What follows belongs to an exercise in optimizing a design on an open flow for a short achievable clock period and few clock cycles; a production flow would make more cautious choices. Only simulation tests tie the RTL to the original design; equivalence was not proved. The clock input has no modelled driver; a real chip could not lean on it and would need a root buffer or a full tree. No activity file was given, so power comes from the tool's default toggle rates.

Design round_robin_task_scheduler, start of the top module:
module round_robin_task_scheduler #(
    parameter int TASKS      = rrts_pkg::D_TASKS,
    parameter int MAILBOXES  = rrts_pkg::D_MAILBOXES,
    parameter int FIFO_DEPTH = rrts_pkg::D_FIFO_DEPTH,
    parameter int MSG_WIDTH  = rrts_pkg::D_MSG_WIDTH
) (
    input  logic                        i_clk,
    input  logic                        i_rst_n,
    input  logic                        i_cfg_we,
    input  logic [rrts_pkg::CFG_W-1:0]  i_cfg_data,
    input  logic                        i_cmd_valid,
    output logic                        o_cmd_ready,
    input  logic [rrts_pkg::CMD_W-1:0]  i_cmd_cmd,
    input  logic [rrts_pkg::TASK_W-1:0] i_cmd_target_task,
    input  logic [rrts_pkg::BOX_W-1:0]  i_cmd_box,
    input  logic [rrts_pkg::MSG_W-1:0]  i_cmd_message,
    output logic                        o_res_valid,
    input  logic                        i_res_ready,
    output logic [rrts_pkg::TASK_W-1:0] o_res_next_task,
    output logic                        o_res_all_idle,
    output logic                        o_res_ret_valid,
    output logic [rrts_pkg::MSG_W-1:0]  o_res_ret_message,
    output logic                        o_res_wake_valid,
    output logic [rrts_pkg::TASK_W-1:0] o_res_wake_task,
    output logic [rrts_pkg::MSG_W-1:0]  o_res_wake_message,
    output logic                        o_res_dropped,
    output logic                        o_res_recv_refused
);
    localparam int NT = 16;
    localparam int NB = 4;
    localparam int FD = 8;
    localparam int MW = 16;
    localparam int RES_W = 2 * rrts_pkg::TASK_W + 2 * rrts_pkg::MSG_W + 5;
    logic r_rst_n;
    always_ff @(posedge i_clk) begin
        r_rst_n <= i_rst_n;
    end
    logic [4:0]    r_cfg;
    logic [NT-1:0] r_nmask;
    logic [NT-1:0] nmask_d;
    always_ff @(posedge i_clk) begin
        if (!i_rst_n) begin
            r_cfg <= 5'd1;
        end else if (i_cfg_we) begin
            r_cfg <= i_cfg_data;
        end
        r_nmask <= nmask_d;
    end
    always_comb begin
        for (int i = 0; i < NT; i++) begin
  ...
Size: roughly 3300 cells after synthesis, roughly 1200 flip-flops, about 82 I/O pins.
export LEC_CHECK = 0
export ABC_CLOCK_PERIOD_IN_PS = 2000
export CAP_MARGIN = 20
export CORE_MARGIN = 2
export CORE_UTILIZATION = 40
export SETUP_SLACK_MARGIN = 5
export SLEW_MARGIN = 20
create_clock -name core_clock -period 8.0 [get_ports {i_clk}]
standard.sh (not shown) runs the stock make flow with config.mk's settings and CLKGATE_MAP_FILE= SYNTH_SCRIPT=/design/flow/synth_recipe.tcl, a recipe that flattens the netlist after the stock synthesis.
==> flow/flow/run.sh <==
#!/bin/bash
set -euo pipefail
MARGIN=6
sed -E "s/SETUP_SLACK_MARGIN=[0-9.]+/SETUP_SLACK_MARGIN=${MARGIN}/" standard.sh > standard_tight.sh
grep -q "SETUP_SLACK_MARGIN=${MARGIN}" standard_tight.sh
export PRE_CTS_TCL="$PWD/flow/cts_hook.tcl"
bash standard_tight.sh > standard_tight.log 2>&1
==> flow/flow/cts_hook.tcl <==
# PRE_CTS hook: build a two-level clock tree (root buffers fed by the clock
# port, leaf buffers at register clusters) in place of ORFS's CTS, then let
# cts.tcl go on with its placement legalization and timing repair
source [file join [file dirname [info script]] mytree.tcl]
set clk_bterm [[ord::get_db_block] findBTerm i_clk]
set n_sinks [llength [[$clk_bterm getNet] getITerms]]
set n_leaf [expr {max(4, int(ceil($n_sinks / 20.7)))}]
mytree_build i_clk $n_leaf 4 sky130_fd_sc_hd__buf_12 sky130_fd_sc_hd__buf_16
set_propagated_clock [all_clocks]
rename clock_tree_synthesis orfs_clock_tree_synthesis
proc clock_tree_synthesis {args} {
  puts "clock_tree_synthesis skipped: the tree was built by cts_hook.tcl"
}
Other scripts of this flow, unchanged in this note and not shown: flow/flow/mytree.tcl
Testbench counts at the start, summed over its fixed seeds: cycles 9,707.
Change:
--- a/flow/flow/cts_hook.tcl
+++ b/flow/flow/cts_hook.tcl
@@ -5,6 +5,6 @@
 set clk_bterm [[ord::get_db_block] findBTerm i_clk]
 set n_sinks [llength [[$clk_bterm getNet] getITerms]]
-set n_leaf [expr {max(4, int(ceil($n_sinks / 20.7)))}]
-mytree_build i_clk $n_leaf 4 sky130_fd_sc_hd__buf_12 sky130_fd_sc_hd__buf_16
+set n_leaf [expr {max(4, int(ceil($n_sinks / 18.0)))}]
+mytree_build i_clk $n_leaf 4 sky130_fd_sc_hd__buf_8 sky130_fd_sc_hd__buf_16
 set_propagated_clock [all_clocks]
 rename clock_tree_synthesis orfs_clock_tree_synthesis
=> The changed run produced a clean layout. Fmax increases by 0.34%. Cell area drops by 0.61%. Synthesized area does not change. Synthesized cell count stays the same. Total power goes down by 2.6%. Cell count hardly moves.
Change:
--- a/flow/flow/cts_hook.tcl
+++ b/flow/flow/cts_hook.tcl
@@ -5,6 +5,6 @@
 set clk_bterm [[ord::get_db_block] findBTerm i_clk]
 set n_sinks [llength [[$clk_bterm getNet] getITerms]]
-set n_leaf [expr {max(4, int(ceil($n_sinks / 18.0)))}]
-mytree_build i_clk $n_leaf 4 sky130_fd_sc_hd__buf_8 sky130_fd_sc_hd__buf_16
+set n_leaf [expr {max(4, int(ceil($n_sinks / 20.0)))}]
+mytree_build i_clk $n_leaf 4 sky130_fd_sc_hd__clkbuf_16 sky130_fd_sc_hd__clkbuf_16
 set_propagated_clock [all_clocks]
 rename clock_tree_synthesis orfs_clock_tree_synthesis
CORE_UTILIZATION = 55   (was 40)
PLACE_DENSITY = 0.68   (was not set)
Result: The new run passed the timing, design-rule and antenna checks; final area is about the same; worst setup slack gets worse by 0.059 ns; first-iteration DRC count went up by 22%; power went up by 3.7%; die area went down by 27%; wire length went down by 1.7%; global-route usage went up by 6.7 points; combinational power went down by about 3%.
Change:
--- a/flow/flow/run.sh
+++ b/flow/flow/run.sh
@@ -1,5 +1,5 @@
 #!/bin/bash
 set -euo pipefail
-MARGIN=6
+MARGIN=5.6
 sed -E "s/SETUP_SLACK_MARGIN=[0-9.]+/SETUP_SLACK_MARGIN=${MARGIN}/" standard.sh > standard_tight.sh
 grep -q "SETUP_SLACK_MARGIN=${MARGIN}" standard_tight.sh
==> flow/flow/cts_hook.tcl (replaced) <==
# PRE_CTS hook: move each output port's register next to its output buffer,
# build a two-level clock tree (root buffers fed by the clock port, leaf
# buffers at register clusters) in place of ORFS's CTS, then let cts.tcl go on
# with its placement legalization and timing repair
source [file join [file dirname [info script]] mytree.tcl]
source [file join [file dirname [info script]] moveff.tcl]
move_out_flops
set clk_bterm [[ord::get_db_block] findBTerm i_clk]
set n_sinks [llength [[$clk_bterm getNet] getITerms]]
set n_leaf [expr {max(4, int(ceil($n_sinks / 18.0)))}]
mytree_build i_clk $n_leaf 4 sky130_fd_sc_hd__buf_8 sky130_fd_sc_hd__buf_16
set_propagated_clock [all_clocks]
rename clock_tree_synthesis orfs_clock_tree_synthesis
proc clock_tree_synthesis {args} {
  puts "clock_tree_synthesis skipped: the tree was built by cts_hook.tcl"
}
==> flow/flow/moveff.tcl (new file) <==
# move the register that drives each output port's buffer next to that buffer
proc move_out_flops {} {
  set block [ord::get_db_block]
  set die [$block getDieArea]
  set cx [expr {([$die xMin] + [$die xMax]) / 2}]
  set cy [expr {([$die yMin] + [$die yMax]) / 2}]
  set moved 0
  foreach bt [$block getBTerms] {
    if {[$bt getIoType] != "OUTPUT"} continue
    set net [$bt getNet]
    set buf ""
    foreach it [$net getITerms] { if {[$it isOutputSignal]} { set buf [$it getInst] } }
    if {$buf == ""} continue
    set in [lindex [lsearch -all -inline -not [lmap it [$buf getITerms] {expr {[$it isInputSignal] ? $it : ""}}] ""] 0]
    if {$in == ""} continue
    set n2 [$in getNet]
    if {[llength [$n2 getITerms]] != 2} continue
    set ff ""
    foreach it [$n2 getITerms] { if {[$it isOutputSignal]} { set ff [$it getInst] } }
    if {$ff == "" || ![[$ff getMaster] isSequential]} continue
    set b [$buf getBBox]
    set bx [$b xMin]; set by [$b yMin]
    # one cell width towards the die centre
    set dx [expr {$cx > $bx ? 3000 : -3000}]
    set dy [expr {$cy > $by ? 2720 : -2720}]
    if {abs($cx - $bx) > abs($cy - $by)} { set dy 0 } else { set dx 0 }
    $ff setLocation [expr {$bx + $dx}] [expr {$by + $dy}]
    incr moved
  }
  puts "move_out_flops: moved $moved registers next to their output buffers"
}
CORE_UTILIZATION = 40   (was 55)
PLACE_DENSITY = not set   (was 0.68)
What happened: Routed wire length is lower by a few percent; die area is higher by well over a third; setup slack gains 0.11 ns; register-to-register slack degrades by 0.20 ns; utilization fell by 20 points.
No run of this note takes its clock network from TritonCTS; it comes from the design's own scripts or RTL.

static timing again, ports no longer ideal:
The results above use ideal ports. As a check the final layouts listed here were re-extracted and re-timed, cells and wires unchanged.
Step 1 assumes that a clkbuf_16 drives the clock port and a buf_2 every other input.
Step 2 also shifts input and output timing later by t, the mid clock arrival at the registers, as if the neighbouring blocks saw the same clock.
Slacks: ideal ports / drivers / drivers and shift; pairs: ideal ports / drivers.
run | shift t [ns] | setup slack, ns | worst setup path at the end
the first run | 0.577 | 5.470 / 5.313 / 5.062 | input to register
the second run | 0.578 | 5.478 / 5.314 / 5.048 | input to register
the third run | 0.598 | 5.419 / 5.279 / 5.035 | input to register
the fourth run | 0.578 | 5.527 / 5.368 / 5.150 | input to register
After both steps every run listed still meets setup and hold. For the second run, which loses most, drivers alone change the setup slack by -0.164 ns; drivers and shift together by -0.430 ns.
